Context: an optimization exercise on an open-source flow, tuned for a short achievable clock period. The choices shown serve that exercise and are no tape-out recipe.
No run shown here included a check of the RTL's function; only the layout flow was run.
No driver is modelled on the clock port, so clocking that relies on it looks cheaper here than on a real chip.
Power and IR drop assume default switching activity.

File: flow/config.mk
export PLATFORM = sky130hd
export DESIGN_NAME = branch_predictor
export DESIGN_NICKNAME = branch_predictor
export VERILOG_FILES = /design/flow/design.v
export SDC_FILE = /design/flow/constraint.sdc
export NUM_CORES = 4
export LEC_CHECK = 0
export ABC_CLOCK_PERIOD_IN_PS = 4000
export CAP_MARGIN = 20
export CORE_MARGIN = 2
export CORE_UTILIZATION = 40
export SETUP_SLACK_MARGIN = 2.5
export SLEW_MARGIN = 20
export SYNTH_HIERARCHICAL = 1
File: flow/constraint.sdc
create_clock -name core_clock -period 7.0 [get_ports {clk_i}]
set_input_delay 1.4000 -clock core_clock [delete_from_list [all_inputs] [get_ports {clk_i}]]
set_output_delay 1.4000 -clock core_clock [all_outputs]
set_load 0.01 [all_outputs]
File: flow/design.v
module branch_predictor #(
  parameter int ENTRIES = 16,
  parameter int INDEX_W = 4
) (
  input  logic        clk_i,
  input  logic        rst_i,
  input  logic [31:0] fetch_pc_i,
  output logic [31:0] next_pc_o,
  output logic        pred_taken_o,
  output logic [31:0] pred_target_o,
  input  logic        mem_stall_i,
  input  logic        upd_valid_i,
  input  logic [31:0] upd_pc_i,
  input  logic        upd_taken_i,
  input  logic [31:0] upd_target_i,
  input  logic        upd_pred_taken_i,
  input  logic [31:0] upd_pred_target_i,
  output logic        mispredict_o,
  output logic [31:0] redirect_pc_o,
  output logic [31:0] branch_cnt_o,
  output logic [31:0] mispred_cnt_o
);
  localparam int TAG_W = 30 - INDEX_W;
  typedef enum logic [1:0] {
    CTR_SN = 2'b00,
    CTR_WN = 2'b01,
    CTR_WT = 2'b10,
    CTR_ST = 2'b11
  } ctr_e;
  logic [ENTRIES-1:0]       valid_q;
  logic [ENTRIES-1:0][1:0]  ctr_q;
  logic [TAG_W-1:0]         tag_q    [ENTRIES];
  logic [31:0]              target_q [ENTRIES];
  logic [31:0] branch_cnt_q;
  logic [31:0] mispred_cnt_q;
  logic [INDEX_W-1:0] fetch_idx;
  logic [TAG_W-1:0]   fetch_tag;
  logic [ENTRIES-1:0] fetch_nh;    
  logic [ENTRIES-1:0] fetch_nt;    
  logic [31:0]        fetch_tgt;
  assign fetch_idx = fetch_pc_i[INDEX_W+1:2];
  assign fetch_tag = fetch_pc_i[31:INDEX_W+2];
  logic [ENTRIES-1:0] fetch_dec;
  logic [31:0]        fetch_tgt_n;
  logic [ENTRIES-1:0] valid_taken;    
  always_comb begin
    for (int i = 0; i < ENTRIES; i++) begin
      fetch_dec[i]   = (fetch_idx == i[INDEX_W-1:0]);
      valid_taken[i] = valid_q[i] && ctr_q[i][1];
    end
  end
  logic [INDEX_W-1:0] fetch_idx_n;
  logic [3:0]         idx_lo, idx_hi;
  for (genvar b = 0; b < INDEX_W; b++) begin : g_idx_n
    bp_inv u_inv (.a(fetch_idx[b]), .y(fetch_idx_n[b]));
  end
  for (genvar m = 0; m < 4; m++) begin : g_pre
    bp_nor2 u_lo (.a(m % 2 ? fetch_idx_n[0] : fetch_idx[0]),
                  .b(m / 2 ? fetch_idx_n[1] : fetch_idx[1]), .y(idx_lo[m]));
    bp_nor2 u_hi (.a(m % 2 ? fetch_idx_n[2] : fetch_idx[2]),
                  .b(m / 2 ? fetch_idx_n[3] : fetch_idx[3]), .y(idx_hi[m]));
  end
  for (genvar k = 0; k < 32; k++) begin : g_tgt
    logic [7:0] u;
    logic [1:0] w;
    for (genvar p = 0; p < 8; p++) begin : g_u
      bp_a22oi u_u (.a1(fetch_dec[2*p]), .a2(target_q[2*p][k]),
                    .b1(fetch_dec[2*p+1]), .b2(target_q[2*p+1][k]), .y(u[p]));
    end
    bp_nand4 u_w0 (.a(u[0]), .b(u[1]), .c(u[2]), .d(u[3]), .y(w[0]));
    bp_nand4 u_w1 (.a(u[4]), .b(u[5]), .c(u[6]), .d(u[7]), .y(w[1]));
    bp_nor2  u_t  (.a(w[0]), .b(w[1]), .y(fetch_tgt_n[k]));
  end
  assign fetch_tgt = ~fetch_tgt_n;
  logic [TAG_W-1:0] fetch_tag_n [4];
  for (genvar c = 0; c < 4; c++) begin : g_tag_n
    for (genvar b = 0; b < TAG_W; b++) begin : g_b
      bp_inv u_inv (.a(fetch_tag[b]), .y(fetch_tag_n[c][b]));
    end
  end
  for (genvar i = 0; i < ENTRIES; i++) begin : g_cmp
    logic [TAG_W-1:0] x;
    logic [5:0]       a;
    logic [2:0]       e;
    logic             eh, et;
    for (genvar b = 0; b < TAG_W; b++) begin : g_x
      bp_xor2 u_x (.a(fetch_tag_n[i/4][b]), .b(tag_q[i][b]), .y(x[b]));
    end
    for (genvar j = 0; j < 6; j++) begin : g_a
      bp_nand4 u_a (.a(x[4*j]), .b(x[4*j+1]), .c(x[4*j+2]), .d(x[4*j+3]), .y(a[j]));
    end
    for (genvar j = 0; j < 3; j++) begin : g_e
      bp_nor2 u_e (.a(a[2*j]), .b(a[2*j+1]), .y(e[j]));
    end
    logic g, sh_n, st_n;
    bp_nand2 u_g  (.a(x[24]), .b(x[25]), .y(g));
    bp_nand3 u_sh (.a(idx_lo[i%4]), .b(idx_hi[i/4]), .c(valid_q[i]), .y(sh_n));
    bp_nand3 u_st (.a(idx_lo[i%4]), .b(idx_hi[i/4]), .c(valid_taken[i]), .y(st_n));
    bp_nor2  u_eh (.a(g), .b(sh_n), .y(eh));
    bp_nor2  u_et (.a(g), .b(st_n), .y(et));
    bp_nand4 u_nh (.a(e[0]), .b(e[1]), .c(e[2]), .d(eh), .y(fetch_nh[i]));
    bp_nand4 u_nt (.a(e[0]), .b(e[1]), .c(e[2]), .d(et), .y(fetch_nt[i]));
  end
  logic [3:0] hq [2];
  logic [3:0] tq [2];
  logic [1:0] hr [8];
  logic [1:0] tr [8];
  logic [1:0] tr_p;
  for (genvar c = 0; c < 2; c++) begin : g_q
    for (genvar j = 0; j < 4; j++) begin : g_j
      bp_nand4 u_hq (.a(fetch_nh[4*j]), .b(fetch_nh[4*j+1]), .c(fetch_nh[4*j+2]), .d(fetch_nh[4*j+3]), .y(hq[c][j]));
      bp_nand4 u_tq (.a(fetch_nt[4*j]), .b(fetch_nt[4*j+1]), .c(fetch_nt[4*j+2]), .d(fetch_nt[4*j+3]), .y(tq[c][j]));
    end
  end
  for (genvar c = 0; c < 8; c++) begin : g_r
    for (genvar j = 0; j < 2; j++) begin : g_j
      bp_nor2 u_hr (.a(hq[c/4][2*j]), .b(hq[c/4][2*j+1]), .y(hr[c][j]));
      bp_nor2 u_tr (.a(tq[c/4][2*j]), .b(tq[c/4][2*j+1]), .y(tr[c][j]));
    end
  end
  for (genvar j = 0; j < 2; j++) begin : g_tr_p
    bp_nor2 u_tr (.a(tq[1][2*j]), .b(tq[1][2*j+1]), .y(tr_p[j]));
  end
  bp_nand2 u_taken (.a(tr_p[0]), .b(tr_p[1]), .y(pred_taken_o));
  logic [31:0] fetch_seq_n;
  bp_inc_n #(.W(30)) u_fetch_inc (.a_i(fetch_pc_i[31:2]), .yn_o(fetch_seq_n[31:2]));
  assign fetch_seq_n[1:0] = ~fetch_pc_i[1:0];
  for (genvar k = 0; k < 32; k++) begin : g_o
    logic v;
    bp_a21oi u_v    (.a1(tr[k/4][0]), .a2(tr[k/4][1]), .b1(fetch_tgt[k]), .y(v));
    bp_a31oi u_next (.a1(tr[k/4][0]), .a2(tr[k/4][1]), .a3(fetch_seq_n[k]), .b1(v), .y(next_pc_o[k]));
    bp_a21oi u_ptgt (.a1(hr[k/4][0]), .a2(hr[k/4][1]), .b1(fetch_tgt_n[k]), .y(pred_target_o[k]));
  end
  logic [31:0] tm;
  logic [7:0]  tg4;
  logic [3:0]  th8;
  logic [1:0]  tq16;
  logic        t_same, mp_a_n, mp_b_n;
  for (genvar b = 0; b < 32; b++) begin : g_tm
    bp_xnor2 u_m (.a(upd_target_i[b]), .b(upd_pred_target_i[b]), .y(tm[b]));
  end
  for (genvar g = 0; g < 8; g++) begin : g_tg4
    bp_nand4 u_g (.a(tm[4*g]), .b(tm[4*g+1]), .c(tm[4*g+2]), .d(tm[4*g+3]), .y(tg4[g]));
  end
  for (genvar p = 0; p < 4; p++) begin : g_th8
    bp_nor2 u_h (.a(tg4[2*p]), .b(tg4[2*p+1]), .y(th8[p]));
  end
  for (genvar r = 0; r < 2; r++) begin : g_tq16
    bp_nand2 u_q (.a(th8[2*r]), .b(th8[2*r+1]), .y(tq16[r]));
  end
  bp_nor2 u_same (.a(tq16[0]), .b(tq16[1]), .y(t_same));
  assign mp_a_n = !(upd_valid_i && (upd_taken_i != upd_pred_taken_i));
  assign mp_b_n = !(upd_valid_i && upd_taken_i);
  bp_o21ai u_mispredict (.a1(mp_b_n), .a2(t_same), .b1(mp_a_n), .y(mispredict_o));
  logic [29:0] upd_cn;
  bp_carry_gl u_upd_carry (.a_i(upd_pc_i[31:2]), .cn_o(upd_cn));
  assign redirect_pc_o[2:0] = upd_taken_i ? upd_target_i[2:0] : {~upd_pc_i[2], upd_pc_i[1:0]};
  for (genvar k = 3; k < 32; k++) begin : g_redirect
    logic r_c0_n, r_c1_n;
    assign r_c0_n = upd_taken_i ? !upd_target_i[k] : !upd_pc_i[k];
    assign r_c1_n = upd_taken_i ? !upd_target_i[k] : upd_pc_i[k];
    bp_mux2i u_mux (.s(upd_cn[k-2]), .a1(r_c0_n), .a0(r_c1_n), .y(redirect_pc_o[k]));
  end
  logic [INDEX_W-1:0] upd_idx;
  logic [TAG_W-1:0]   upd_tag;
  logic [ENTRIES-1:0] upd_dec;
  logic [ENTRIES-1:0] upd_hit;     
  logic               upd_en;
  assign upd_idx = upd_pc_i[INDEX_W+1:2];
  assign upd_tag = upd_pc_i[31:INDEX_W+2];
  always_comb begin
    for (int i = 0; i < ENTRIES; i++) begin
      upd_dec[i] = (upd_idx == i[INDEX_W-1:0]);
      upd_hit[i] = valid_q[i] && (tag_q[i] == upd_tag);
    end
  end
  assign upd_en  = upd_valid_i && !mem_stall_i;
  logic unused_pc_bits;
  assign unused_pc_bits = ^{fetch_pc_i[1:0], upd_pc_i[1:0]};
  always_ff @(posedge clk_i or posedge rst_i) begin
    if (rst_i) begin
      valid_q       <= '0;
      ctr_q         <= {ENTRIES{CTR_WN}};
      branch_cnt_q  <= '0;
      mispred_cnt_q <= '0;
    end else if (upd_en) begin
      branch_cnt_q <= branch_cnt_q + 32'd1;
      if (mispredict_o) begin
        mispred_cnt_q <= mispred_cnt_q + 32'd1;
      end
      for (int i = 0; i < ENTRIES; i++) begin
        if (upd_dec[i]) begin
          if (upd_hit[i]) begin
            if (upd_taken_i) begin
              if (ctr_q[i] != CTR_ST) ctr_q[i] <= ctr_q[i] + 2'd1;
            end else begin
              if (ctr_q[i] != CTR_SN) ctr_q[i] <= ctr_q[i] - 2'd1;
            end
          end else if (upd_taken_i) begin
            valid_q[i] <= 1'b1;
            ctr_q[i]   <= CTR_WT;
          end
        end
      end
    end
  end
  always_ff @(posedge clk_i) begin
    if (!rst_i && upd_en && upd_taken_i) begin
      for (int i = 0; i < ENTRIES; i++) begin
        if (upd_dec[i]) begin
          target_q[i] <= upd_target_i;
          if (!upd_hit[i]) begin
            tag_q[i] <= upd_tag;
          end
        end
      end
    end
  end
  assign branch_cnt_o  = branch_cnt_q;
  assign mispred_cnt_o = mispred_cnt_q;
endmodule
module bp_inc_n #(
  parameter int W = 30
) (
  input  logic [W-1:0] a_i,
  output logic [W-1:0] yn_o
);
  logic [W-1:0] cn;
  bp_carry_gl u_carry (.a_i(a_i), .cn_o(cn));
  assign yn_o[0] = a_i[0];
  for (genvar k = 1; k < W; k++) begin : g_x
    bp_xor2 u_x (.a(a_i[k]), .b(cn[k]), .y(yn_o[k]));
  end
endmodule
module bp_carry_gl (
  input  logic [29:0] a_i,
  output logic [29:0] cn_o
);
  logic [6:0] b4;       
  logic [4:1] p;        
  logic       p4b;      
  logic [7:5] q;        
  logic [6:5] q3;       
  logic [6:5] n3;       
  for (genvar m = 0; m < 7; m++) begin : g_b4
    bp_nand4 u_b4 (.a(a_i[4*m]), .b(a_i[4*m+1]), .c(a_i[4*m+2]), .d(a_i[4*m+3]), .y(b4[m]));
  end
  bp_inv  u_p1  (.a(b4[0]), .y(p[1]));
  bp_nor2 u_p2  (.a(b4[0]), .b(b4[1]), .y(p[2]));
  bp_nor3 u_p3  (.a(b4[0]), .b(b4[1]), .c(b4[2]), .y(p[3]));
  bp_nor4 u_p4  (.a(b4[0]), .b(b4[1]), .c(b4[2]), .d(b4[3]), .y(p[4]));
  bp_nor4 u_p4b (.a(b4[0]), .b(b4[1]), .c(b4[2]), .d(b4[3]), .y(p4b));
  bp_inv  u_q5  (.a(b4[4]), .y(q[5]));
  bp_nor2 u_q6  (.a(b4[4]), .b(b4[5]), .y(q[6]));
  bp_nor3 u_q7  (.a(b4[4]), .b(b4[5]), .c(b4[6]), .y(q[7]));
  for (genvar m = 5; m < 7; m++) begin : g_n3
    bp_nand3 u_n3 (.a(a_i[4*m]), .b(a_i[4*m+1]), .c(a_i[4*m+2]), .y(n3[m]));
  end
  bp_nor2 u_q35 (.a(b4[4]), .b(n3[5]), .y(q3[5]));
  bp_nor3 u_q36 (.a(b4[4]), .b(b4[5]), .c(n3[6]), .y(q3[6]));
  assign cn_o[0] = 1'b0;
  bp_inv   u_c1 (.a(a_i[0]), .y(cn_o[1]));
  bp_nand2 u_c2 (.a(a_i[0]), .b(a_i[1]), .y(cn_o[2]));
  bp_nand3 u_c3 (.a(a_i[0]), .b(a_i[1]), .c(a_i[2]), .y(cn_o[3]));
  for (genvar m = 1; m < 5; m++) begin : g_lo
    logic pm;
    assign pm = p[m];
    bp_inv   u_c0 (.a(pm), .y(cn_o[4*m]));
    bp_nand2 u_c1 (.a(pm), .b(a_i[4*m]), .y(cn_o[4*m+1]));
    bp_nand3 u_c2 (.a(pm), .b(a_i[4*m]), .c(a_i[4*m+1]), .y(cn_o[4*m+2]));
    bp_nand4 u_c3 (.a(pm), .b(a_i[4*m]), .c(a_i[4*m+1]), .d(a_i[4*m+2]), .y(cn_o[4*m+3]));
  end
  for (genvar m = 5; m < 7; m++) begin : g_hi
    logic pm;
    if (m == 5) begin : g_p
      assign pm = p[4];
    end else begin : g_pb
      assign pm = p4b;
    end
    bp_nand2 u_c0 (.a(pm), .b(q[m]), .y(cn_o[4*m]));
    bp_nand3 u_c1 (.a(pm), .b(q[m]), .c(a_i[4*m]), .y(cn_o[4*m+1]));
    bp_nand4 u_c2 (.a(pm), .b(q[m]), .c(a_i[4*m]), .d(a_i[4*m+1]), .y(cn_o[4*m+2]));
    bp_nand2 u_c3 (.a(pm), .b(q3[m]), .y(cn_o[4*m+3]));
  end
  bp_nand2 u_c28 (.a(p4b), .b(q[7]), .y(cn_o[28]));
  bp_nand3 u_c29 (.a(p4b), .b(q[7]), .c(a_i[28]), .y(cn_o[29]));
endmodule
module bp_xnor2 (input logic a, input logic b, output logic y);
  assign y = !(a ^ b);
endmodule
module bp_inv (input logic a, output logic y);
  assign y = !a;
endmodule
module bp_xor2 (input logic a, input logic b, output logic y);
  assign y = a ^ b;
endmodule
module bp_nand2 (input logic a, input logic b, output logic y);
  assign y = !(a && b);
endmodule
module bp_nand3 (input logic a, input logic b, input logic c, output logic y);
  assign y = !(a && b && c);
endmodule
module bp_nand4 (input logic a, input logic b, input logic c, input logic d, output logic y);
  assign y = !(a && b && c && d);
endmodule
module bp_and3 (input logic a, input logic b, input logic c, output logic y);
  assign y = a && b && c;
endmodule
module bp_nor4 (input logic a, input logic b, input logic c, input logic d, output logic y);
  assign y = !(a || b || c || d);
endmodule
module bp_nor2 (input logic a, input logic b, output logic y);
  assign y = !(a || b);
endmodule
module bp_nor3 (input logic a, input logic b, input logic c, output logic y);
  assign y = !(a || b || c);
endmodule
module bp_and2 (input logic a, input logic b, output logic y);
  assign y = a && b;
endmodule
module bp_a22oi (input logic a1, input logic a2, input logic b1, input logic b2, output logic y);
  assign y = !(a1 && a2 || b1 && b2);
endmodule
module bp_a21oi (input logic a1, input logic a2, input logic b1, output logic y);
  assign y = !(a1 && a2 || b1);
endmodule
module bp_a31oi (input logic a1, input logic a2, input logic a3, input logic b1, output logic y);
  assign y = !(a1 && a2 && a3 || b1);
endmodule
module bp_o21ai (input logic a1, input logic a2, input logic b1, output logic y);
  assign y = !((a1 || a2) && b1);
endmodule
module bp_mux2i (input logic s, input logic a1, input logic a0, output logic y);
  assign y = !(s ? a1 : a0);
endmodule
File: flow/flow/run.sh
#!/bin/bash
# Standard layout, with the delay cells (clkdlybuf4s*, dlygate*, dlymetal*,
# dlybuf*) kept out of port buffering and timing repair. Synthesis is the
# standard one, run unchanged first; the later steps source flow/dont_use.tcl
# through ORFS's PRE_<step>_TCL hooks. Each tool's output goes to a log here.
set -euo pipefail
H="$PWD/flow/dont_use.tcl"
bash standard.sh synth > synth.log 2>&1
bash standard.sh \
  PRE_FLOORPLAN_TCL="$H" PRE_GLOBAL_PLACE_TCL="$H" PRE_RESIZE_TCL="$H" \
  PRE_DETAIL_PLACE_TCL="$H" PRE_CTS_TCL="$H" PRE_GLOBAL_ROUTE_TCL="$H" \
  PRE_DETAIL_ROUTE_TCL="$H" PRE_FILLCELL_TCL="$H" \
  finish > layout.log 2>&1
File: flow/flow/dont_use.tcl
# Keep delay cells out of port buffering and timing repair.
set_dont_use [get_lib_cells {sky130_fd_sc_hd__clkdlybuf4s* sky130_fd_sc_hd__dlygate* sky130_fd_sc_hd__dlymetal* sky130_fd_sc_hd__dlybuf*}]
File: flow/standard.sh
#!/bin/bash
# synth_recipe.tcl (not shown) runs the flow's synth.tcl, then flattens the netlist and writes it again
# the make line also repeats each setting of config.mk as NAME=value (left out here)
make -C /OpenROAD-flow-scripts/flow DESIGN_CONFIG=/design/flow/config.mk WORK_HOME=/design/flow/orfs CLKGATE_MAP_FILE= SYNTH_SCRIPT=/design/flow/synth_recipe.tcl "${@:-finish}"
==> run_results.csv, run 1 <==
group,metric,value,unit
global_route,antenna_found_initial,5,
setup_path,critPathSlowestCell,"nand4_1",
job,maxCapViolCount,0,
synth,synth_area,50800,um^2
placement,dp_hpwl,127000,um
clocking,clk_pin_slew,0.06,ns
synth,yosys_warnings,16,
power_and_ir_drop,p_comb_share,9.6,%
die,coreArea,126000,um^2
timing,slew-limit-headroom,26.3,%
setup_path,worstPathArrival,3.53,ns
setup_path,setup.worst_path.class,"primary input to output port",
power_and_ir_drop,p_switching,0.00361,W
timing,worst_pin_slew,1.10,ns
drt,routed-wl-met3,17200,um
synth,postSynthAreaPerCell,13.4,um^2
drt,via_per_inst,5.77,
clocking,cts_buffers,113,
synth,synth_nets,3917,
placement,place_ws,0.728,ns
timing,layout_setup_ws,2.07,ns
placement,globalplace.congestion,0.941,
power_and_ir_drop,sw_frac_of_total,25.2,%
setup_path,cp-start-kind,"primary input",
final_layout,area_growth,22.7,%
global_route,grt_max_degree,113,
placement,io_buffer_count,295,
drt,maxUsedRoutingLayer,"met5",
global_route,grt_first_pass_wirelength,254000,um
global_route,grt_overflow_total,0,
drt,drcViolationCount,0,
die,design.die.area,130000,um^2
die,io_pins,296,
global_route,grt_use_total,27.4,%
drt,wl_per_cell,29.3,um
power_and_ir_drop,ir_drop,0.219,mV
timing,tns,0,ns
power_and_ir_drop,seq_power_share,48.6,%
setup_path,worstSetupStartpoint,"fetch_pc_i[27]",
drt,vias,35800,
timing,clock_skew,0.0379,ns
worst_hold_path,min-delay-start,"mispred_cnt_q[31]$_DFFE_PP0P_",
final_layout,fin_nets,4588,
final_layout,fill_cells,11000,
setup_path,critPathRequiredTime,5.60,ns
die,die_x,360,um
die,start_util,40.3,%
power_and_ir_drop,power.internal,0.0107,W
placement,dp_cells,5846,
setup_path,crit_family,"simple AND/OR/NAND/NOR gates",
timing,period_needed,4.93,ns
drt,first_pass_iters,6,
setup_path,cp_max_fo,8,
clocking,cts_tree,"built",
synth,synth_cells,3781,
power_and_ir_drop,power_frac_clock,41.8,%
setup_path,cpMostUsedCell,"nand4_1",
power_and_ir_drop,power_density,230,nW/um^2
global_route,grt_pass1_vias,34500,
timing,rsz0062_at_grt,"true",
die,fp.dieH,360,um
clocking,cts_hold_buf,0,
timing,setup_viol,0,
setup_path,crit_buf_inv,5,
die,rows,130,
drt,wl_met1,72600,um
power_and_ir_drop,leakage,20.5,nW
setup_path,end_kind,"output port",
drt,routed_wl,182000,um
timing,min_period_over_period,70.5,%
worst_hold_path,min_path_type,"register to register",
clocking,clk_latency,0.75,ns
timing,fmax,203,MHz
clocking,cts.sinks,1040,
setup_path,cpPeakStageDelay,0.23,ns
drt,drt-initial-drc-count,3906,
status,status,"timing/DRC/antenna clean",
timing,drv_slew,0,
final_layout,drive_gt1_share,26.3,%
setup_path,regToRegStartpoint,"tag_q[14][25]$_DFFE_PP_",
timing,hold_viol,0,
setup_path,path_cells,"buf_8 -> clkinvlp_4 -> xor2_1 -> nand4_1 -> nor2_4 -> nand4_1 -> nand4_1 -> buf_8 -> nor2_4 -> buf_6 -> a21oi_2 -> a31oi_2 -> buf_2",
final_layout,final_cells,6201,
drt,ant_nets,0,
drt,wl_met2,83700,um
-- final cells by class --
class | instances | area, um^2 | area share [%]
diodes | 1 | 2.50 | 0.00402
clock buffers | 162 | 3160 | 5.07
clock inverters | 51 | 534 | 0.857
inverters | 167 | 811 | 1.30
multi-input cells | 2489 | 20700 | 33.2
flip-flops and latches | 1040 | 30700 | 49.2
well taps | 1650 | 2060 | 3.31
repair buffers | 641 | 4380 | 7.03
-- per-layer routing --
metal | vias up | global-route usage, %
met5 | - | 0.629
met4 | 6 | 11.6
met3 | 333 | 6.17
met2 | 1790 | 43.3
met1 | 18100 | 36.3
li1 | 15500 | -
-- timing repair --
item / 4_1_cts / 5_1_grt
endpoints found under the setup margin: 135 / 134
pin swaps: 140 / 67
cloned: 2 / 1
gates resized for setup: 566 / 156
setup buffers: 96 / 42
-- worst paths after layout --
path / to / slack [ns] / cells after the start
setup / recovery: next_pc_o[20] / 2.07 / 13
hold / removal: mispred_cnt_q[31]$_DFFE_PP0P_ / 0.48 / 1
hold reg to reg: mispred_cnt_q[31]$_DFFE_PP0P_ / 0.48 / 1
max in group asynchronous: valid_q[7]$_DFFE_PP0P_ / 4.32 / 4
min in group asynchronous: valid_q[3]$_DFFE_PP0P_ / 1.19 / 3
setup reg to reg: tag_q[14][4]$_DFFE_PP_ / 4.05 / 7
-- per-stage QoR --
stage	util (%)	power, W	cell area [um^2]	hold slack, ns
4_1_cts	48.9	0.0143	61600	0.481
3_3_place_gp	43.9	0.00829	55200	0.457
2_1_floorplan	-	0.00771	51200	0.471
5_1_grt	49.5	0.0147	62300	0.492
6_report	49.5	0.0143	62300	0.482
3_5_place_dp	43.9	0.00831	55300	0.470
-- power by group through the flow --
stage | registers, W | logic, W | clock network (W)
after detailed placement | 0.00708 | 0.00123 | 0
after CTS | 0.00695 | 0.00133 | 0.00605
after global routing | 0.00696 | 0.00144 | 0.00630
after floorplan | 0.00706 | 0.000655 | 0
final | 0.00695 | 0.00137 | 0.00599
after global placement | 0.00708 | 0.00122 | 0
-- registers in the layout, indices dropped and copies added, names as in the netlist --
register / flops
mispred_cnt_q: 32
branch_cnt_q: 32
ctr_q: 32
target_q: 512
valid_q: 16
tag_q: 416
-- cell usage in the layout, fill, tap and decap left out, types with 24 or more instances in the layout --
master,n
nor2_4,70
a21oi_1,70
a31oi_2,27
a21oi_4,24
clkinvlp_4,52
a21oi_2,40
nand2_1,87
mux2i_1,48
clkbuf_16,114
clkbuf_2,26
edfxtp_1,928
a22oi_2,256
xor2_1,505
nor2_1,154
buf_6,113
nand4_1,362
nor2_2,53
dfrtp_1,96
buf_2,144
buf_1,246
inv_1,106
clkbuf_1,35
nand3_1,94
buf_4,53
xnor2_1,429
==> run 2: changes to the inputs <==
==> flow/flow/run.sh (replaced) <==
#!/bin/bash
# Standard layout, with the delay cells (clkdlybuf4s*, dlygate*, dlymetal*,
# dlybuf*), buf_1, bufbuf_* and clkinvlp_* kept out of port buffering and
# timing repair. Synthesis is the
# standard one, run unchanged first; the later steps source flow/dont_use.tcl
# through ORFS's PRE_<step>_TCL hooks, and flow/io.tcl sets pin regions
# before pin placement. Each tool's output goes to a log here.
set -euo pipefail
H="$PWD/flow/dont_use.tcl"
bash standard.sh synth > synth.log 2>&1
bash standard.sh \
  PRE_FLOORPLAN_TCL="$H" PRE_GLOBAL_PLACE_TCL="$H" PRE_RESIZE_TCL="$H" \
  PRE_DETAIL_PLACE_TCL="$H" PRE_CTS_TCL="$H" PRE_GLOBAL_ROUTE_TCL="$H" \
  PRE_DETAIL_ROUTE_TCL="$H" PRE_FILLCELL_TCL="$H" \
  PRE_IO_PLACEMENT_TCL="$PWD/flow/io.tcl" \
  finish > layout.log 2>&1
==> flow/flow/dont_use.tcl (replaced) <==
# Keep delay cells, the weakest buffers and low-power clock inverters out of
# port buffering and timing repair.
set_dont_use [get_lib_cells {sky130_fd_sc_hd__clkdlybuf4s* sky130_fd_sc_hd__dlygate* sky130_fd_sc_hd__dlymetal* sky130_fd_sc_hd__dlybuf* sky130_fd_sc_hd__buf_1 sky130_fd_sc_hd__clkinvlp_* sky130_fd_sc_hd__bufbuf_*}]
==> flow/flow/io.tcl (new file) <==
# Pin regions: the fetch lookup's ports in one corner of the die, the
# resolve/update ports along the opposite edges.
set die [ord::get_die_area]
set w [lindex $die 2]
set h [lindex $die 3]
set hw [expr {int($w / 2)}]
set hh [expr {int($h / 2)}]
proc bp_ports {pats} {
  set names {}
  foreach p $pats {
    foreach port [get_ports $p] { lappend names [get_full_name $port] }
  }
  return $names
}
set_io_pin_constraint -pin_names [bp_ports {fetch_pc_i[*] pred_taken_o}] -region left:0-$hh
set_io_pin_constraint -pin_names [bp_ports {next_pc_o[*] pred_target_o[*]}] -region bottom:0-$hw
set_io_pin_constraint -pin_names [bp_ports {upd_pc_i[*] upd_target_i[*] upd_taken_i redirect_pc_o[*]}] -region right:*
set_io_pin_constraint -pin_names [bp_ports {upd_pred_target_i[*] upd_pred_taken_i upd_valid_i mem_stall_i mispredict_o}] -region top:*
==> run 2 against run 1 <==
Cell count down 0.34%. First-iteration DRC count is 4.6% lower. Largest cell class unchanged. Sequential cell count unchanged. Critical path depth down 1. Clock-buffer cell count fell by 28. Still clean. Sequential power is essentially flat. Maximum frequency up 3.2%. Die area unchanged.
==> run_results.csv, run 2 <==
group,metric,value,unit
status,status,"timing/DRC/antenna clean",
timing,layout_setup_ws,2.22,ns
synth,yosys_warnings,16,
drt,wl_per_cell,31.2,um
drt,first_pass_iters,6,
setup_path,worstSetupStartpoint,"fetch_pc_i[3]",
setup_path,rr_worst_depth,6,
global_route,antenna_found_initial,9,
final_layout,fill_cells,10800,
timing,min_period_over_period,68.3,%
global_route,grt_overflow_total,0,
synth,synth_nets,3917,
final_layout,fin_nets,4561,
setup_path,critPathRequiredTime,5.60,ns
timing,hold_viol,0,
power_and_ir_drop,power_density,232,nW/um^2
drt,via_per_inst,5.84,
placement,place_ws,1.02,ns
setup_path,cp_max_fo,8,
clocking,clk_latency,0.75,ns
worst_hold_path,min_path_type,"register to register",
drt,ant_nets,0,
timing,drv_slew,0,
clocking,clk_pin_slew,0.06,ns
synth,postSynthAreaPerCell,13.4,um^2
final_layout,largest_reg_flops,512,
clocking,cts_tree,"built",
setup_path,cp-start-kind,"primary input",
placement,globalplace.congestion,0.952,
global_route,grt_max_degree,92,
drt,vias,36100,
synth,synth_area,50800,um^2
placement,dp_hpwl,135000,um
global_route,grt_first_pass_wirelength,266000,um
setup_path,worstPathArrival,3.38,ns
final_layout,largest_register,"target_q",
final_layout,final_common_cell,"edfxtp_1",
setup_path,regToRegStartpoint,"tag_q[10][12]$_DFFE_PP_",
job,maxCapViolCount,0,
drt,drt-initial-drc-count,3728,
timing,worst_pin_slew,1.11,ns
timing,period_needed,4.78,ns
synth,synth_cells,3781,
die,rows,130,
setup_path,crit_end,"next_pc_o[23]",
timing,rsz0062_at_grt,"true",
die,io_pins,296,
clocking,cts.sinks,1040,
die,start_util,40.3,%
power_and_ir_drop,leakage,21.7,nW
timing,slew-limit-headroom,26.1,%
global_route,grt_pass1_vias,34900,
timing,clock_skew,0.0553,ns
setup_path,setup.worst_path.class,"primary input to output port",
drt,routed_wl,193000,um
final_layout,area_growth,24.1,%
drt,drcViolationCount,0,
timing,tns,0,ns
placement,io_buffer_count,295,
setup_path,r2r_setup_slack,4.05,ns
die,fp.dieH,360,um
final_layout,drive_gt1_share,33.2,%
setup_path,crit-reg2reg-capture,"tag_q[10][25]$_DFFE_PP_",
die,coreArea,126000,um^2
die,die_x,360,um
power_and_ir_drop,ir_drop,0.250,mV
global_route,grt_use_total,29.0,%
final_layout,reg_top3,"target_q x512, tag_q x416",
timing,setup_viol,0,
setup_path,end_kind,"output port",
clocking,cts_buffers,110,
timing,fmax,209,MHz
final_layout,final_cell_mix,"edfxtp_1 (928), xor2_1 (509), xnor2_1 (429)",
die,design.die.area,130000,um^2
## run 2: area by class of cell
cell class                      count  area (um^2)  share of cell area [%]
Inverter                          167          802                    1.27
Timing Repair Buffer              617         5100                    8.09
Clock buffer                      134         2930                    4.65
Antenna cell                        9         22.5                  0.0357
Sequential cell                  1040        30700                    48.7
Clock inverter                     74          905                    1.43
Tap cell                         1650         2060                    3.27
Multi-Input combinational cell   2489        20500                    32.6
## run 2: metrics by stage
stage | total power [W] | area, um^2 | std cells | hold WS (ns) | utilization [%]
2_1_floorplan | 0.00771 | 51200 | 3781 | 0.471 | -
3_5_place_dp | 0.00838 | 55500 | 5758 | 0.461 | 44.0
5_1_grt | 0.0150 | 63000 | 6177 | 0.490 | 50.1
4_1_cts | 0.0146 | 62000 | 6111 | 0.472 | 49.2
6_report | 0.0146 | 63100 | 6180 | 0.470 | 50.1
3_3_place_gp | 0.00837 | 55200 | 5748 | 0.454 | 43.9
## run 2: worst min path at each step
stage                                  start                             to  slack, ns  cells after the start
5_1_grt         branch_cnt_q[31]$_DFFE_PP0P_   branch_cnt_q[31]$_DFFE_PP0P_       0.49                      1
2_1_floorplan         valid_q[0]$_DFFE_PP0P_         valid_q[0]$_DFFE_PP0P_       0.47                      1
3_5_place_dp   mispred_cnt_q[31]$_DFFE_PP0P_  mispred_cnt_q[31]$_DFFE_PP0P_       0.46                      1
3_3_place_gp   mispred_cnt_q[31]$_DFFE_PP0P_  mispred_cnt_q[31]$_DFFE_PP0P_       0.45                      1
6_report        branch_cnt_q[31]$_DFFE_PP0P_   branch_cnt_q[31]$_DFFE_PP0P_       0.47                      1
4_1_cts         branch_cnt_q[31]$_DFFE_PP0P_   branch_cnt_q[31]$_DFFE_PP0P_       0.47                      1
## run 2: metal layers
metal  wire [um]  GRT usage (%)  up-vias
met1       74600           37.2    18400
met5           0              0        -
met3       16100           5.14      415
met4       11300           14.4        0
li1            -              -    15500
met2       91000           47.2     1821
## run 2: power by group
group	internal, W	leakage, nW	switching, W	total [W]
clock	0.00351	1.89	0.00264	0.00616
sequential	0.00685	9.76	0.000105	0.00695
combinational	0.000524	10.0	0.00100	0.00153
total	0.0109	21.7	0.00375	0.0146
## run 2: what timing repair did
action                     CTS  global route
cloned                      13             3
setup buffers              132            57
hold buffers                 0             0
gates resized for setup    458           198
setup endpoints to repair   98            87
pin swaps                  112           150
## run 2: worst max-delay path: stages
cell and delay [ns]:
buf_16 0.12, nand2b_4 0.19, nor2_4 0.37, buf_8 0.20, buf_2 0.12, a22oi_2 0.05, nand4_1 0.30, nor2_4 0.10
inv_2 0.07, a21oi_2 0.03, a31oi_2 0.21, buf_2 0.17
==> run 3: changes to the inputs <==
--- a/flow/design.v
+++ b/flow/design.v
@@ -42,3 +42,2 @@
   assign fetch_tag = fetch_pc_i[31:INDEX_W+2];
-  logic [ENTRIES-1:0] fetch_dec;
   logic [31:0]        fetch_tgt_n;
@@ -47,3 +46,2 @@
     for (int i = 0; i < ENTRIES; i++) begin
-      fetch_dec[i]   = (fetch_idx == i[INDEX_W-1:0]);
       valid_taken[i] = valid_q[i] && ctr_q[i][1];
@@ -62,2 +60,15 @@
   end
+  logic [3:0]         dec_lo_n, dec_hi_n;
+  logic [ENTRIES-1:0] fetch_dec [4];
+  for (genvar m = 0; m < 4; m++) begin : g_dec_pre
+    bp_nand2 u_lo (.a(m % 2 ? fetch_idx[0] : fetch_idx_n[0]),
+                   .b(m / 2 ? fetch_idx[1] : fetch_idx_n[1]), .y(dec_lo_n[m]));
+    bp_nand2 u_hi (.a(m % 2 ? fetch_idx[2] : fetch_idx_n[2]),
+                   .b(m / 2 ? fetch_idx[3] : fetch_idx_n[3]), .y(dec_hi_n[m]));
+  end
+  for (genvar c = 0; c < 4; c++) begin : g_dec
+    for (genvar i = 0; i < ENTRIES; i++) begin : g_i
+      bp_nor2 u_dec (.a(dec_lo_n[i%4]), .b(dec_hi_n[i/4]), .y(fetch_dec[c][i]));
+    end
+  end
   for (genvar k = 0; k < 32; k++) begin : g_tgt
@@ -66,4 +77,4 @@
     for (genvar p = 0; p < 8; p++) begin : g_u
-      bp_a22oi u_u (.a1(fetch_dec[2*p]), .a2(target_q[2*p][k]),
-                    .b1(fetch_dec[2*p+1]), .b2(target_q[2*p+1][k]), .y(u[p]));
+      bp_a22oi u_u (.a1(fetch_dec[k/8][2*p]), .a2(target_q[2*p][k]),
+                    .b1(fetch_dec[k/8][2*p+1]), .b2(target_q[2*p+1][k]), .y(u[p]));
     end
==> run 3 against run 2 <==
Critical path type unchanged. Critical endpoint is now next_pc_o[4]. Die area grew 2.2%. Non-clock buffer count shrank 39. Sequential power is essentially flat. Via count grew 3.6%. Hold slack gained 0.0013 ns. Clock-buffer cell count grew 2. Synthesized cell count grew 4.8%. Largest power group unchanged. Highest routed layer is now met5.
==> run_results.csv, run 3 <==
group,metric,value,unit
clocking,cts_buffers,110,
die,start_util,40.2,%
die,design.die.area,133000,um^2
final_layout,area_growth,22.3,%
timing,rsz0062_at_grt,"true",
final_layout,multiInputGateArea,21800,um^2
die,coreArea,129000,um^2
synth,yosys_warnings,17,
synth,synth_area,51900,um^2
clocking,cts_tree,"built",
die,rows,132,
setup_path,critPathRequiredTime,5.60,ns
synth,synth_cells,3962,
clocking,cts.sinks,1040,
die,fp.dieH,364,um
final_layout,fin_nets,4700,
power_and_ir_drop,sw_frac_of_total,25.8,%
clocking,clk_pin_slew,0.06,ns
die,io_pins,296,
placement,globalplace.congestion,1.00,
timing,min_period_over_period,68.2,%
drt,ant_nets,0,
setup_path,worstPathArrival,3.37,ns
setup_path,cp_max_fo,8,
power_and_ir_drop,power_density,229,nW/um^2
final_layout,drive_gt1_share,31.5,%
final_layout,final_common_cell,"edfxtp_1",
global_route,grt_pass1_vias,35900,
final_layout,register_area,30700,um^2
final_layout,largest_register,"target_q",
final_layout,final_area,63500,um^2
clocking,cts_hold_buf,0,
drt,vias,37400,
timing,clock_skew,0.0622,ns
setup_path,cp-start-kind,"primary input",
power_and_ir_drop,p_comb_share,10.6,%
final_layout,fill_cells,11300,
final_layout,largest_reg_flops,512,
global_route,grt_use_total,29.7,%
power_and_ir_drop,ir_drop,0.238,mV
timing,slew-limit-headroom,25.8,%
drt,drcViolationCount,0,
setup_path,end_kind,"output port",
power_and_ir_drop,p_switching,0.00375,W
timing,setup_viol,0,
clocking,clk_latency,0.75,ns
final_layout,final_cell_mix,"edfxtp_1 (928), xor2_1 (547), buf_2 (406)",
die,die_x,364,um
timing,period_needed,4.77,ns
power_and_ir_drop,power.internal,0.0108,W
timing,hold_viol,0,
timing,fmax,210,MHz
timing,drv_slew,0,
setup_path,setup.worst_path.class,"primary input to output port",
power_and_ir_drop,leakage,21.9,nW
global_route,grt_first_pass_wirelength,275000,um
final_layout,reg_top3,"target_q x512, tag_q x416",
job,maxCapViolCount,0,
worst_hold_path,min_path_type,"register to register",
power_and_ir_drop,seq_power_share,47.7,%
placement,dp_hpwl,144000,um
drt,drt-initial-drc-count,4305,
drt,wl_per_cell,31.3,um
synth,synth_nets,4098,
global_route,grt_max_degree,56,
timing,worst_pin_slew,1.11,ns
power_and_ir_drop,power_frac_clock,41.7,%
timing,tns,0,ns
global_route,grt_overflow_total,0,
synth,postSynthAreaPerCell,13.1,um^2
drt,routed_wl,201000,um
drt,first_pass_iters,6,
placement,placed_area,56000,um^2
placement,io_buffer_count,295,
global_route,antenna_found_initial,17,
status,status,"timing/DRC/antenna clean",
drt,via_per_inst,5.84,
[run 3: through the flow]
stage	power, W	instances	worst slack (ns)	hold slack [ns]	util [%]
final	0.0145	6408	2.23	0.471	49.2
after global routing	0.0149	6406	2.21	0.504	49.2
after CTS	0.0145	6355	2.34	0.479	48.6
after detailed placement	0.00837	6032	0.855	0.471	43.3
after global placement	0.00836	6030	0.778	0.460	43.3
after floorplan	0.00770	3962	2.30	0.463	-
[run 3: layout make-up]
class	count	area share (%)
Antenna cell	11	0.0433
Tap cell	1742	3.43
Multi-Input combinational cell	2661	34.3
Clock inverter	67	1.24
Clock buffer	136	4.61
Timing Repair Buffer	578	6.81
Sequential cell	1040	48.3
Inverter	173	1.27
[run 3: critical path: stages]
cell	delay (ns)
buf_16	0.14
inv_12	0.10
nor2_4	0.05
buf_12	0.14
buf_8	0.13
nand3_4	0.07
nor2_2	0.03
nand4_1	0.11
nand4_1	0.16
buf_6	0.19
nor2_4	0.27
a21oi_2	0.10
a31oi_2	0.24
buf_2	0.18
[run 3: timing repair]
action,CTS,global route
gates resized for setup,604,117
pin swaps,114,73
buffers inserted,119,42
endpoints found under the setup margin,125,121
gates cloned,1,0
[run 3: path summary, 6_finish.rpt]
kind                                         startpoint                           end  slack [ns]  depth (start not counted)
min                        branch_cnt_q[31]$_DFFE_PP0P_  branch_cnt_q[31]$_DFFE_PP0P_        0.47                          1
min reg2reg                branch_cnt_q[31]$_DFFE_PP0P_  branch_cnt_q[31]$_DFFE_PP0P_        0.47                          1
max reg2reg                     tag_q[11][18]$_DFFE_PP_       tag_q[11][23]$_DFFE_PP_        3.89                          6
max                                       fetch_pc_i[3]                  next_pc_o[4]        2.23                         14
max in group asynchronous                         rst_i   branch_cnt_q[6]$_DFFE_PP0P_        4.22                          4
min in group asynchronous                         rst_i          ctr_q[7]$_DFFE_PP0P_        0.84                          2
[run 3: power groups by stage]
stage | combinational [W] | sequential [W] | clock, W
global placement | 0.00131 | 0.00705 | 0
detailed placement | 0.00132 | 0.00705 | 0
finish | 0.00155 | 0.00692 | 0.00605
global route | 0.00161 | 0.00693 | 0.00636
CTS | 0.00149 | 0.00692 | 0.00612
floorplan | 0.000666 | 0.00704 | 0
[run 3: metal layers]
metal | track usage [%] | wire (um) | vias to the layer above
li1 | - | - | 16000
met1 | 39.3 | 79800 | 18900
met2 | 45.4 | 90200 | 2072
met3 | 5.81 | 18300 | 449
met4 | 17.2 | 12300 | 4
met5 | 0 | 21 | -
==> run 4: changes to the inputs <==
--- a/flow/config.mk
+++ b/flow/config.mk
@@ -10,3 +10,3 @@
 export CORE_MARGIN = 2
-export CORE_UTILIZATION = 40
+export CORE_UTILIZATION = 55
 export SETUP_SLACK_MARGIN = 2.5
==> run 4 against run 3 <==
Still clean. Non-clock buffer count is 34 lower. Setup slack lost 0.037 ns. Sequential share of layout area is 0.81 points higher. Synthesized cell count is the same. Clock-buffer cell count up 2. Clock power decreased by 2%. Cell area down 1.7%. Hold slack worse by 0.0095 ns. Largest cell class unchanged.
==> run_results.csv, run 4 <==
group,metric,value,unit
status,status,"timing/DRC/antenna clean",
setup_path,crit_family,"simple AND/OR/NAND/NOR gates",
synth,synth_area,51900,um^2
global_route,grt_pass1_vias,35700,
final_layout,drive_gt1_share,30.3,%
final_layout,final_cell_mix,"edfxtp_1 (928), xor2_1 (548), xnor2_1 (391)",
global_route,grt_first_pass_wirelength,266000,um
setup_path,cpPeakStageDelay,0.36,ns
drt,drcViolationCount,0,
job,maxCapViolCount,0,
die,io_pins,296,
drt,ant_nets,0,
setup_path,worstSetupStartpoint,"fetch_pc_i[3]",
die,start_util,55.5,%
final_layout,fin_nets,4669,
final_layout,largest_reg_flops,512,
timing,worst_pin_slew,1.13,ns
timing,drv_slew,0,
timing,clock_skew,0.0411,ns
die,rows,112,
drt,first_pass_iters,6,
timing,tns,0,ns
final_layout,area_growth,20.3,%
clocking,cts.sinks,1040,
setup_path,cp_max_fo,9,
drt,wl_per_cell,32.5,um
global_route,antenna_found_initial,7,
placement,dp_cells,5538,
die,fp.dieH,311,um
drt,routed_wl,191000,um
setup_path,cpMostUsedCell,"nor2_4",
timing,rsz0062_at_grt,"true",
drt,vias,37600,
die,die_x,311,um
drt,drt-initial-drc-count,4862,
setup_path,end_kind,"output port",
setup_path,critPathSlowestCell,"nand4_1",
setup_path,setup.worst_path.class,"primary input to output port",
timing,fmax,208,MHz
clocking,cts_hold_buf,0,
final_layout,largest_register,"target_q",
placement,io_buffer_count,295,
timing,hold_viol,0,
setup_path,crit_buf_inv,4,
power_and_ir_drop,ir_drop,0.213,mV
placement,dp_hpwl,135000,um
synth,postSynthAreaPerCell,13.1,um^2
clocking,clk_latency,0.73,ns
power_and_ir_drop,power_density,230,nW/um^2
timing,min_period_over_period,68.7,%
synth,synth_cells,3962,
clocking,cts_buffers,110,
drt,via_per_inst,6.40,
global_route,grt_overflow_total,0,
timing,slew-limit-headroom,24.6,%
setup_path,cp-start-kind,"primary input",
power_and_ir_drop,leakage,21.8,nW
die,design.die.area,96900,um^2
die,coreArea,93500,um^2
final_layout,final_cells,5878,
clocking,clk_pin_slew,0.06,ns
global_route,grt_use_total,38.8,%
worst_hold_path,min-delay-start,"mispred_cnt_q[31]$_DFFE_PP0P_",
timing,setup_viol,0,
timing,hold_ws,0.462,ns
global_route,grt_max_degree,95,
timing,period_needed,4.81,ns
clocking,cts_tree,"built",
setup_path,path_cells,"buf_16 -> buf_6 -> nand2_8 -> nor2_4 -> a22oi_2 -> nand4_1 -> nor2_4 -> inv_1 -> a21oi_4 -> a31oi_2 -> buf_2",
setup_path,worstPathArrival,3.41,ns
synth,yosys_warnings,17,
placement,globalplace.congestion,1.01,
synth,synth_nets,4098,
final_layout,reg_top3,"target_q x512, tag_q x416",
setup_path,regToRegStartpoint,"tag_q[7][2]$_DFFE_PP_",
worst_hold_path,min_path_type,"register to register",
setup_path,critPathRequiredTime,5.60,ns
final_layout,final_common_cell,"edfxtp_1",
final_layout,fill_cells,6932,
-- run 4: what timing repair did --
action | 4_1_cts | 5_1_grt
buffers inserted | 110 | 22
pin swaps | 130 | 73
cloned | 4 | 0
resized for setup | 634 | 72
endpoints found under the setup margin | 93 | 259
-- run 4: power by group --
| part | leakage (nW) | switching (W) | internal, W |
|---|---|---|---|
| clock | 1.76 | 0.00253 | 0.00336 |
| combinational | 10.3 | 0.00102 | 0.000499 |
| sequential | 9.73 | 0.0000885 | 0.00684 |
| total | 21.8 | 0.00365 | 0.0107 |
-- run 4: worst paths after layout --
kind                                                 end  slack (ns)  cells past startpoint
max in group asynchronous  mispred_cnt_q[22]$_DFFE_PP0P_        4.23                      4
max reg2reg                       tag_q[7][25]$_DFFE_PP_        3.96                      6
min in group asynchronous          ctr_q[19]$_DFFE_PP0P_        0.97                      2
min                        mispred_cnt_q[31]$_DFFE_PP0P_        0.46                      1
max                                         next_pc_o[0]        2.19                     11
min reg2reg                mispred_cnt_q[31]$_DFFE_PP0P_        0.46                      1
-- run 4: worst reg2reg max path: stages (launching register included) --
cell and delay, ns:
edfxtp_1 0.43, xnor2_1 0.34, nand4_1 0.27, nor4_1 0.83, and2_1 0.32, nor3_2 0.06, buf_2 0.38
-- run 4: per-layer routing --
metal / routed length (um) / global-route usage, %
met1: 72300 / 52.2
met2: 85300 / 58.7
met3: 20900 / 9.00
met4: 12300 / 20.9
met5: 13 / 0
-- run 4: area by class of cell --
class | instances | area [um^2] | share of cell area (%)
clock inverter | 63 | 703 | 1.13
timing repair buffer | 544 | 4110 | 6.58
multi-input combinational | 2664 | 21600 | 34.6
clock buffer | 138 | 2880 | 4.61
inverter | 173 | 887 | 1.42
antenna | 2 | 5.00 | 0.00801
sequential | 1040 | 30700 | 49.1
tap | 1254 | 1570 | 2.51
-- run 4: metrics by stage --
stage	setup WS [ns]	power, W	cell area [um^2]	util (%)
after detailed placement	0.780	0.00834	55400	59.2
after floorplan	2.30	0.00770	52000	-
after global routing	2.18	0.0147	62500	66.8
after CTS	2.33	0.0143	62000	66.3
final	2.19	0.0143	62500	66.8
after global placement	0.856	0.00834	55300	59.2
==> run 5: changes to the inputs <==
--- a/flow/flow/run.sh
+++ b/flow/flow/run.sh
@@ -5,4 +5,3 @@
 # standard one, run unchanged first; the later steps source flow/dont_use.tcl
-# through ORFS's PRE_<step>_TCL hooks, and flow/io.tcl sets pin regions
-# before pin placement. Each tool's output goes to a log here.
+# through ORFS's PRE_<step>_TCL hooks. Each tool's output goes to a log here.
 set -euo pipefail
@@ -14,3 +13,2 @@
   PRE_DETAIL_ROUTE_TCL="$H" PRE_FILLCELL_TCL="$H" \
-  PRE_IO_PLACEMENT_TCL="$PWD/flow/io.tcl" \
   finish > layout.log 2>&1
--- a/flow/config.mk
+++ b/flow/config.mk
@@ -10,3 +10,3 @@
 export CORE_MARGIN = 2
-export CORE_UTILIZATION = 55
+export CORE_UTILIZATION = 40
 export SETUP_SLACK_MARGIN = 2.5
removed: flow/flow/io.tcl
==> run 5 against run 4 <==
Setup slack worse by 0.083 ns. Via count fell by 1.9%. Synthesized area did not move. Clock-buffer cell count is 11 higher. Highest routed layer unchanged. Utilization fell by 17 points. Hold slack barely moved. Total power up 1.2%. Sequential cell count is the same. Still clean on timing, DRC and antenna.
==> run_results.csv, run 5 <==
group,metric,value,unit
job,maxCapViolCount,0,
die,die_x,364,um
clocking,clk_pin_slew,0.06,ns
synth,postSynthAreaPerCell,13.1,um^2
status,status,"timing/DRC/antenna clean",
final_layout,final_common_cell,"edfxtp_1",
drt,via_per_inst,5.76,
setup_path,end_kind,"output port",
timing,worst_pin_slew,1.23,ns
timing,min_period_over_period,69.9,%
die,fp.dieH,364,um
final_layout,final_cell_mix,"edfxtp_1 (928), xor2_1 (520), xnor2_1 (391)",
placement,dp_hpwl,133000,um
timing,hold_viol,0,
clocking,clk_latency,0.77,ns
final_layout,largest_reg_flops,512,
global_route,grt_first_pass_wirelength,260000,um
setup_path,setup.worst_path.class,"primary input to output port",
timing,period_needed,4.89,ns
die,coreArea,129000,um^2
die,start_util,40.2,%
global_route,grt_overflow_total,0,
die,design.die.area,133000,um^2
drt,vias,36900,
worst_hold_path,min_path_type,"register to register",
setup_path,cp_max_fo,8,
synth,synth_area,51900,um^2
final_layout,final_area,63900,um^2
timing,fmax,204,MHz
setup_path,critPathSlowestCell,"xor2_1",
die,io_pins,296,
placement,placed_area,56100,um^2
global_route,grt_max_degree,52,
final_layout,n_antenna_cell,0,
global_route,antenna_found_initial,10,
setup_path,critPathRequiredTime,5.60,ns
final_layout,reg_top3,"target_q x512, tag_q x416",
timing,slew-limit-headroom,17.7,%
global_route,grt_pass1_vias,35200,
setup_path,worstPathArrival,3.49,ns
drt,wl_per_cell,29.2,um
final_layout,fin_nets,4702,
drt,drcViolationCount,0,
timing,rsz0062_at_grt,"true",
placement,globalplace.congestion,0.960,
final_layout,area_growth,23.0,%
setup_path,crit_buf_inv,5,
placement,io_buffer_count,295,
clocking,cts_buffers,113,
timing,setup_viol,0,
drt,drt-initial-drc-count,4342,
timing,clock_skew,0.0615,ns
setup_path,cpPeakStageDelay,0.57,ns
setup_path,cpMostUsedCell,"buf_6",
power_and_ir_drop,leakage,22.0,nW
synth,yosys_warnings,17,
setup_path,r2r_setup_slack,4.05,ns
drt,ant_nets,0,
die,rows,132,
power_and_ir_drop,power_density,227,nW/um^2
synth,synth_nets,4098,
synth,synth_cells,3962,
final_layout,largest_register,"target_q",
timing,tns,0,ns
clocking,cts.sinks,1040,
setup_path,cp-start-kind,"primary input",
setup_path,crit_family,"buffers and inverters",
setup_path,path_cells,"buf_16 -> buf_2 -> nand4_1 -> buf_6 -> nor4_4 -> buf_6 -> nand2_1 -> xor2_1 -> a31oi_1 -> buf_4",
power_and_ir_drop,ir_drop,0.200,mV
drt,first_pass_iters,6,
final_layout,drive_gt1_share,31.7,%
timing,drv_slew,0,
clocking,cts_tree,"built",
drt,routed_wl,187000,um
global_route,grt_use_total,27.6,%
[run 5: cell type report]
type	instances	area, um^2
Clock buffer	149	3000
Clock inverter	63	753
Fill cell	11300	65300
Inverter	173	977
Multi-Input combinational cell	2660	21900
Sequential cell	1040	30700
Tap cell	1742	2180
Timing Repair Buffer	578	4400
[run 5: what timing repair did]
action | 4_1_cts | 5_1_grt
hold endpoints to repair | 0 | 0
gates cloned | 1 | 0
pin swaps | 162 | 97
hold buffers | 0 | 0
buffers inserted | 85 | 39
resized for setup | 752 | 131
endpoints found under the setup margin | 170 | 151
[run 5: final timing paths]
check                      cells past startpoint                            to                          from
setup / recovery                              10                 next_pc_o[22]                fetch_pc_i[11]
hold / removal                                 1  branch_cnt_q[31]$_DFFE_PP0P_  branch_cnt_q[31]$_DFFE_PP0P_
min in group asynchronous                      2         ctr_q[23]$_DFFE_PP0P_                         rst_i
max in group asynchronous                      4   branch_cnt_q[3]$_DFFE_PP0P_                         rst_i
hold reg to reg                                1  branch_cnt_q[31]$_DFFE_PP0P_  branch_cnt_q[31]$_DFFE_PP0P_
setup reg to reg                               6       tag_q[11][21]$_DFFE_PP_       tag_q[11][11]$_DFFE_PP_
[run 5: power by group]
| group | switching (W) | internal [W] | leakage, nW |
|---|---|---|---|
| combinational | 0.000985 | 0.000506 | 10.5 |
| sequential | 0.0000853 | 0.00683 | 9.73 |
| clock | 0.00262 | 0.00348 | 1.83 |
[run 5: through the flow]
step                      util (%)  hold slack (ns)  total power [W]  std cells  setup WS [ns]
final                         49.5            0.462           0.0145       6405           2.11
after global routing          49.5            0.492           0.0149       6405           2.07
after detailed placement      43.5            0.462          0.00832       6067          0.903
after global placement        43.5            0.455          0.00831       6067          0.959
after floorplan                  -            0.463          0.00770       3962           2.30
after CTS                     48.8            0.470           0.0145       6365           2.29
[run 5: routing by layer]
layer | GRT usage (%) | routed length, um
met5 | 0 | 75
met4 | 12.3 | 8940
met3 | 6.81 | 19200
met2 | 41.9 | 82800
met1 | 37.4 | 75800
[run 5: worst reg2reg max path, stage by stage, from the launching register on]
cell,delay (ns)
edfxtp_1,0.43
xnor2_1,0.30
nand4_1,0.22
nor4_1,0.88
and2_1,0.31
nor3_2,0.06
buf_2,0.38
==> run 6: changes to the inputs <==
--- a/flow/config.mk
+++ b/flow/config.mk
@@ -10,3 +10,3 @@
 export CORE_MARGIN = 2
-export CORE_UTILIZATION = 40
+export CORE_UTILIZATION = 55
 export SETUP_SLACK_MARGIN = 2.5
==> run 6 against run 5 <==
Largest power group unchanged. Cell area decreased by 1.2%. Via count increased by 1.2%. Clock skew decreased by 0.042 ns. Still clean. Hold slack improved by 0.0033 ns. Routed wire length decreased by 2.8%. Combinational power decreased by 3%. Cell count decreased by 7.0%. Register-to-register slack got worse by 0.08 ns. Clock power decreased by 5.4%. Total power decreased by 2.5%.
==> run_results.csv, run 6 <==
group,metric,value,unit
drt,ant_nets,0,
timing,clock_skew,0.0192,ns
placement,io_buffer_count,295,
global_route,grt_use_total,37.1,%
timing,drv_slew,0,
clocking,cts_buffers,108,
power_and_ir_drop,power_frac_clock,40.8,%
power_and_ir_drop,p_switching,0.00353,W
power_and_ir_drop,leakage,22.1,nW
timing,tns,0,ns
final_layout,largest_reg_flops,512,
drt,first_pass_iters,6,
setup_path,worstSetupStartpoint,"fetch_pc_i[18]",
die,rows,112,
worst_hold_path,min_path_type,"register to register",
setup_path,crit_buf_inv,6,
power_and_ir_drop,p_comb_share,10.3,%
timing,min_period_over_period,68.4,%
timing,rsz0062_at_grt,"true",
setup_path,setup.worst_path.class,"primary input to output port",
setup_path,regToRegStartpoint,"tag_q[10][5]$_DFFE_PP_",
die,io_pins,296,
drt,vias,37300,
setup_path,cp-start-kind,"primary input",
setup_path,cpMostUsedCell,"nand4_1",
drt,wl_per_cell,30.5,um
power_and_ir_drop,sw_frac_of_total,24.9,%
timing,worst_pin_slew,1.15,ns
synth,postSynthAreaPerCell,13.1,um^2
die,die_x,311,um
setup_path,cpPeakStageDelay,0.25,ns
placement,globalplace.congestion,0.975,
global_route,grt_first_pass_wirelength,258000,um
setup_path,crit_cells,13,
placement,dp_hpwl,129000,um
final_layout,fin_nets,4745,
global_route,grt_pass1_vias,35700,
drt,via_per_inst,6.27,
timing,setup_viol,0,
power_and_ir_drop,power_density,224,nW/um^2
setup_path,cp_max_fo,4,
synth,synth_cells,3962,
drt,routed_wl,182000,um
clocking,clk_pin_slew,0.06,ns
final_layout,largest_register,"target_q",
power_and_ir_drop,power.internal,0.0106,W
setup_path,path_cells,"buf_12 -> buf_12 -> buf_8 -> inv_8 -> xor2_1 -> nand4_1 -> nor2_4 -> nand4_1 -> nand4_1 -> buf_6 -> nor2_4 -> a21oi_4 -> buf_6",
die,design.die.area,96900,um^2
timing,fmax,209,MHz
die,fp.dieH,311,um
setup_path,crit-reg2reg-capture,"tag_q[10][2]$_DFFE_PP_",
final_layout,final_common_cell,"edfxtp_1",
global_route,grt_max_degree,101,
timing,period_needed,4.78,ns
job,maxCapViolCount,0,
final_layout,final_cell_mix,"edfxtp_1 (928), xor2_1 (540), buf_2 (405)",
clocking,cts.sinks,1040,
final_layout,utilization,67.5,%
setup_path,crit_family,"simple AND/OR/NAND/NOR gates",
status,status,"timing/DRC/antenna clean",
drt,drt-initial-drc-count,4538,
timing,hold_viol,0,
clocking,cts_hold_buf,0,
die,start_util,55.5,%
clocking,cts_tree,"built",
setup_path,worstPathArrival,3.38,ns
setup_path,end_kind,"output port",
die,coreArea,93500,um^2
power_and_ir_drop,ir_drop,0.214,mV
power_and_ir_drop,seq_power_share,48.9,%
setup_path,rr_worst_depth,6,
synth,synth_area,51900,um^2
final_layout,area_growth,21.5,%
synth,yosys_warnings,17,
final_layout,drive_gt1_share,32.0,%
setup_path,critPathSlowestCell,"a21oi_4",
global_route,grt_overflow_total,0,
setup_path,crit_end,"pred_target_o[28]",
clocking,clk_latency,0.71,ns
final_layout,fill_cells,6945,
global_route,antenna_found_initial,8,
synth,synth_nets,4098,
setup_path,critPathRequiredTime,5.60,ns
setup_path,r2r_setup_slack,3.97,ns
timing,slew-limit-headroom,23.2,%
drt,drcViolationCount,0,
final_layout,reg_top3,"target_q x512, tag_q x416",
==> run 6: worst min-delay path by stage <==
stage	start	to	slack (ns)	cells past startpoint
6_report	mispred_cnt_q[31]$_DFFE_PP0P_	mispred_cnt_q[31]$_DFFE_PP0P_	0.47	1
5_1_grt	mispred_cnt_q[31]$_DFFE_PP0P_	mispred_cnt_q[31]$_DFFE_PP0P_	0.49	1
4_1_cts	mispred_cnt_q[31]$_DFFE_PP0P_	mispred_cnt_q[31]$_DFFE_PP0P_	0.47	1
3_5_place_dp	mispred_cnt_q[31]$_DFFE_PP0P_	mispred_cnt_q[31]$_DFFE_PP0P_	0.46	1
3_3_place_gp	mispred_cnt_q[31]$_DFFE_PP0P_	mispred_cnt_q[31]$_DFFE_PP0P_	0.45	1
2_1_floorplan	valid_q[10]$_DFFE_PP0P_	valid_q[10]$_DFFE_PP0P_	0.46	1
==> run 6: what timing repair did <==
item / CTS / global route
setup buffers: 129 / 34
pin swaps: 169 / 92
endpoints found under the setup margin: 172 / 250
gates resized for setup: 697 / 118
cloned: 4 / 0
==> run 6: metrics by stage <==
stage | area, um^2 | total power (W) | std cells | worst slack, ns | hold slack (ns)
floorplan | 52000 | 0.00770 | 3962 | 2.30 | 0.463
global placement | 55500 | 0.00828 | 5584 | 1.14 | 0.452
detailed placement | 55500 | 0.00828 | 5584 | 1.05 | 0.459
CTS | 62400 | 0.0141 | 5918 | 2.32 | 0.471
global route | 63100 | 0.0145 | 5954 | 2.21 | 0.493
finish | 63100 | 0.0142 | 5955 | 2.22 | 0.465
==> run 6: area by class of cell <==
cell class	count	area, um^2	area share, %
sequential	1040	30700	48.6
multi-input combinational	2664	21800	34.5
timing repair buffer	622	4640	7.36
clock buffer	145	2940	4.67
tap	1254	1570	2.49
inverter	173	902	1.43
clock inverter	56	573	0.908
antenna	1	2.50	0.00397
==> run 6: power groups by stage <==
stage,clock [W],combinational (W),sequential [W]
floorplan,0,0.000666,0.00704
global placement,0,0.00123,0.00705
detailed placement,0,0.00123,0.00705
CTS,0.00582,0.00140,0.00692
global route,0.00606,0.00153,0.00693
finish,0.00577,0.00145,0.00693
==> run 6: routing by layer <==
metal  track usage, %  part of all wire (%)
met1             52.4                    40
met2             55.9                    45
met3             7.02                    10
met4             17.0                   5.1
met5                0                 0.027
==> run 7: changes to the inputs <==
--- a/flow/config.mk
+++ b/flow/config.mk
@@ -10,3 +10,4 @@
 export CORE_MARGIN = 2
-export CORE_UTILIZATION = 55
+export CORE_UTILIZATION = 40
+export PLACE_DENSITY = 0.8
 export SETUP_SLACK_MARGIN = 2.5
==> run 7 against run 6 <==
Routed wire length increased by 4.6%. Largest cell class unchanged. Non-clock buffer count up 38. Sequential share of layout area shrank 1.5 points. Sequential cell count is the same. Via count grew 5.8%. Critical endpoint is now next_pc_o[17].
==> run_results.csv, run 7 <==
group,metric,value,unit
status,status,"timing/DRC/antenna clean",
clocking,cts.sinks,1040,
setup_path,worstPathArrival,3.62,ns
setup_path,rr_worst_depth,6,
final_layout,largest_reg_flops,512,
die,start_util,40.2,%
timing,min_period_over_period,71.7,%
synth,synth_nets,4098,
clocking,cts_tree,"built",
setup_path,cp_max_fo,7,
synth,synth_area,51900,um^2
synth,postSynthAreaPerCell,13.1,um^2
power_and_ir_drop,ir_drop,0.212,mV
die,coreArea,129000,um^2
global_route,grt_first_pass_wirelength,260000,um
setup_path,worstSetupStartpoint,"fetch_pc_i[2]",
clocking,clk_pin_slew,0.06,ns
die,fp.dieH,364,um
worst_hold_path,min-delay-start,"mispred_cnt_q[31]$_DFFE_PP0P_",
timing,period_needed,5.02,ns
setup_path,end_kind,"output port",
drt,via_per_inst,6.10,
setup_path,critPathRequiredTime,5.60,ns
die,io_pins,296,
global_route,antenna_found_initial,11,
timing,tns,0,ns
final_layout,final_area,65200,um^2
synth,synth_cells,3962,
drt,vias,39500,
die,design.die.area,133000,um^2
worst_hold_path,hold_depth,1,
timing,slew-limit-headroom,22.7,%
die,rows,132,
worst_hold_path,min_delay_worst_endpoint,"mispred_cnt_q[31]$_DFFE_PP0P_",
timing,rsz0062_at_grt,"true",
global_route,grt_overflow_total,0,
clocking,cts_hold_buf,0,
setup_path,r2r_setup_slack,4.00,ns
drt,drt-initial-drc-count,6114,
global_route,grt_pass1_vias,37400,
final_layout,final_common_cell,"edfxtp_1",
drt,routed_wl,190000,um
global_route,grt_use_total,27.0,%
drt,ant_nets,0,
die,die_x,364,um
synth,yosys_warnings,17,
final_layout,drive_gt1_share,33.4,%
placement,io_buffer_count,295,
clocking,cts_buffers,103,
job,maxCapViolCount,0,
final_layout,area_growth,25.5,%
setup_path,regToRegStartpoint,"tag_q[11][11]$_DFFE_PP_",
timing,clock_skew,0.0821,ns
drt,drcViolationCount,0,
timing,drv_slew,0,
setup_path,crit-reg2reg-capture,"tag_q[11][12]$_DFFE_PP_",
drt,first_pass_iters,12,
final_layout,reg_top3,"target_q x512, tag_q x416",
final_layout,largest_register,"target_q",
placement,dp_hpwl,128000,um
placement,placed_area,56000,um^2
worst_hold_path,min_path_type,"register to register",
placement,globalplace.congestion,1.06,
drt,wl_per_cell,29.3,um
final_layout,final_cell_mix,"edfxtp_1 (928), xor2_1 (535), buf_2 (396)",
global_route,grt_max_degree,81,
clocking,clk_latency,0.75,ns
timing,setup_viol,0,
power_and_ir_drop,power_density,222,nW/um^2
timing,fmax,199,MHz
timing,worst_pin_slew,1.16,ns
final_layout,fin_nets,4775,
power_and_ir_drop,leakage,22.5,nW
timing,hold_viol,0,
setup_path,cp-start-kind,"primary input",
setup_path,setup.worst_path.class,"primary input to output port",
==> run 7: layout make-up <==
cell class / count / area, um^2
flip-flops and latches: 1040 / 30700
repair buffers: 660 / 5430
inverters: 173 / 975
multi-input cells: 2661 / 22300
clock inverters: 65 / 893
well taps: 1742 / 2180
clock buffers: 131 / 2700
fillers: 10400 / 64000
diodes: 1 / 2.50
==> run 7: power breakdown <==
group	switching, W	leakage [nW]	internal, W	total (W)
Clock	0.00256	1.75	0.00340	0.00595
Sequential	0.0000937	9.73	0.00683	0.00693
Combinational	0.00102	11.0	0.000534	0.00155
Total	0.00367	22.5	0.0108	0.0144
==> run 7: critical path, stage by stage <==
cell and delay, ns:
buf_16 0.13, nor2_4 0.15, buf_2 0.21, nand3_1 0.14
nor2_1 0.26, nand4_1 0.18, nand4_1 0.19, buf_6 0.16
nor2_4 0.05, buf_12 0.14, buf_2 0.14, a31oi_4 0.28
buf_6 0.15
==> run 7: metal layers <==
layer / share of wire (%) / up-vias / global-route usage, %
li1: - / 16100 / -
met1: 35 / 19400 / 34.8
met2: 43 / 3182 / 40.3
met3: 15 / 812 / 9.31
met4: 6.6 / 20 / 13.7
met5: 0.069 / - / 0
==> run 7: worst max path at each step <==
stage | endpoint | slack (ns)
finish | next_pc_o[17] | 1.98
global route | next_pc_o[17] | 2.00
CTS | next_pc_o[16] | 2.20
detailed placement | next_pc_o[20] | 0.97
global placement | next_pc_o[17] | 1.06
floorplan | tag_q[2][0]$_DFFE_PP_ | 2.30
==> run 7: metrics by stage <==
stage                     hold slack (ns)  utilization [%]  cells  power (W)  setup WS [ns]
after floorplan                     0.463                -   3962    0.00770           2.30
after global placement              0.454             43.3   6032    0.00825           1.06
after detailed placement            0.464             43.4   6036    0.00828          0.966
after CTS                           0.477             49.3   6380     0.0143           2.20
after global routing                0.496             50.4   6472     0.0148           2.00
final                               0.480             50.4   6473     0.0144           1.98
==> run 7: what timing repair did <==
action,4_1_cts,5_1_grt
resized for setup,804,185
buffers inserted,148,88
pin swaps,139,109
endpoints found under the setup margin,135,136
cloned,0,1

-- afterwards: timing with drivers on the ports --
How much do the figures lean on ideal ports? The routed layouts below were timed once more, with nothing changed but the port constraints. Step 1, drivers: a clkbuf_16 drives clk_i and a buf_2 each remaining input, both assumed. Step 2 times the ports against the registers' clock, not the clock port: input delays grow and output delays shrink by t, the midpoint of the rising clock arrivals with the driver on. Slacks: ideal ports / drivers / drivers and shift; pairs: ideal ports / drivers.
run	shift t [ns]	setup slack, ns
run 1	0.809	2.066 / 2.002 / 1.851
run 2	0.806	2.221 / 1.966 / 1.901
run 3	0.806	2.229 / 2.092 / 1.796
run 4	0.776	2.192 / 2.063 / 2.063
run 5	0.820	2.109 / 2.016 / 1.716
run 6	0.776	2.215 / 2.151 / 1.640
run 7	0.787	1.981 / 1.893 / 1.602
After both steps setup and hold are still met in every run listed.
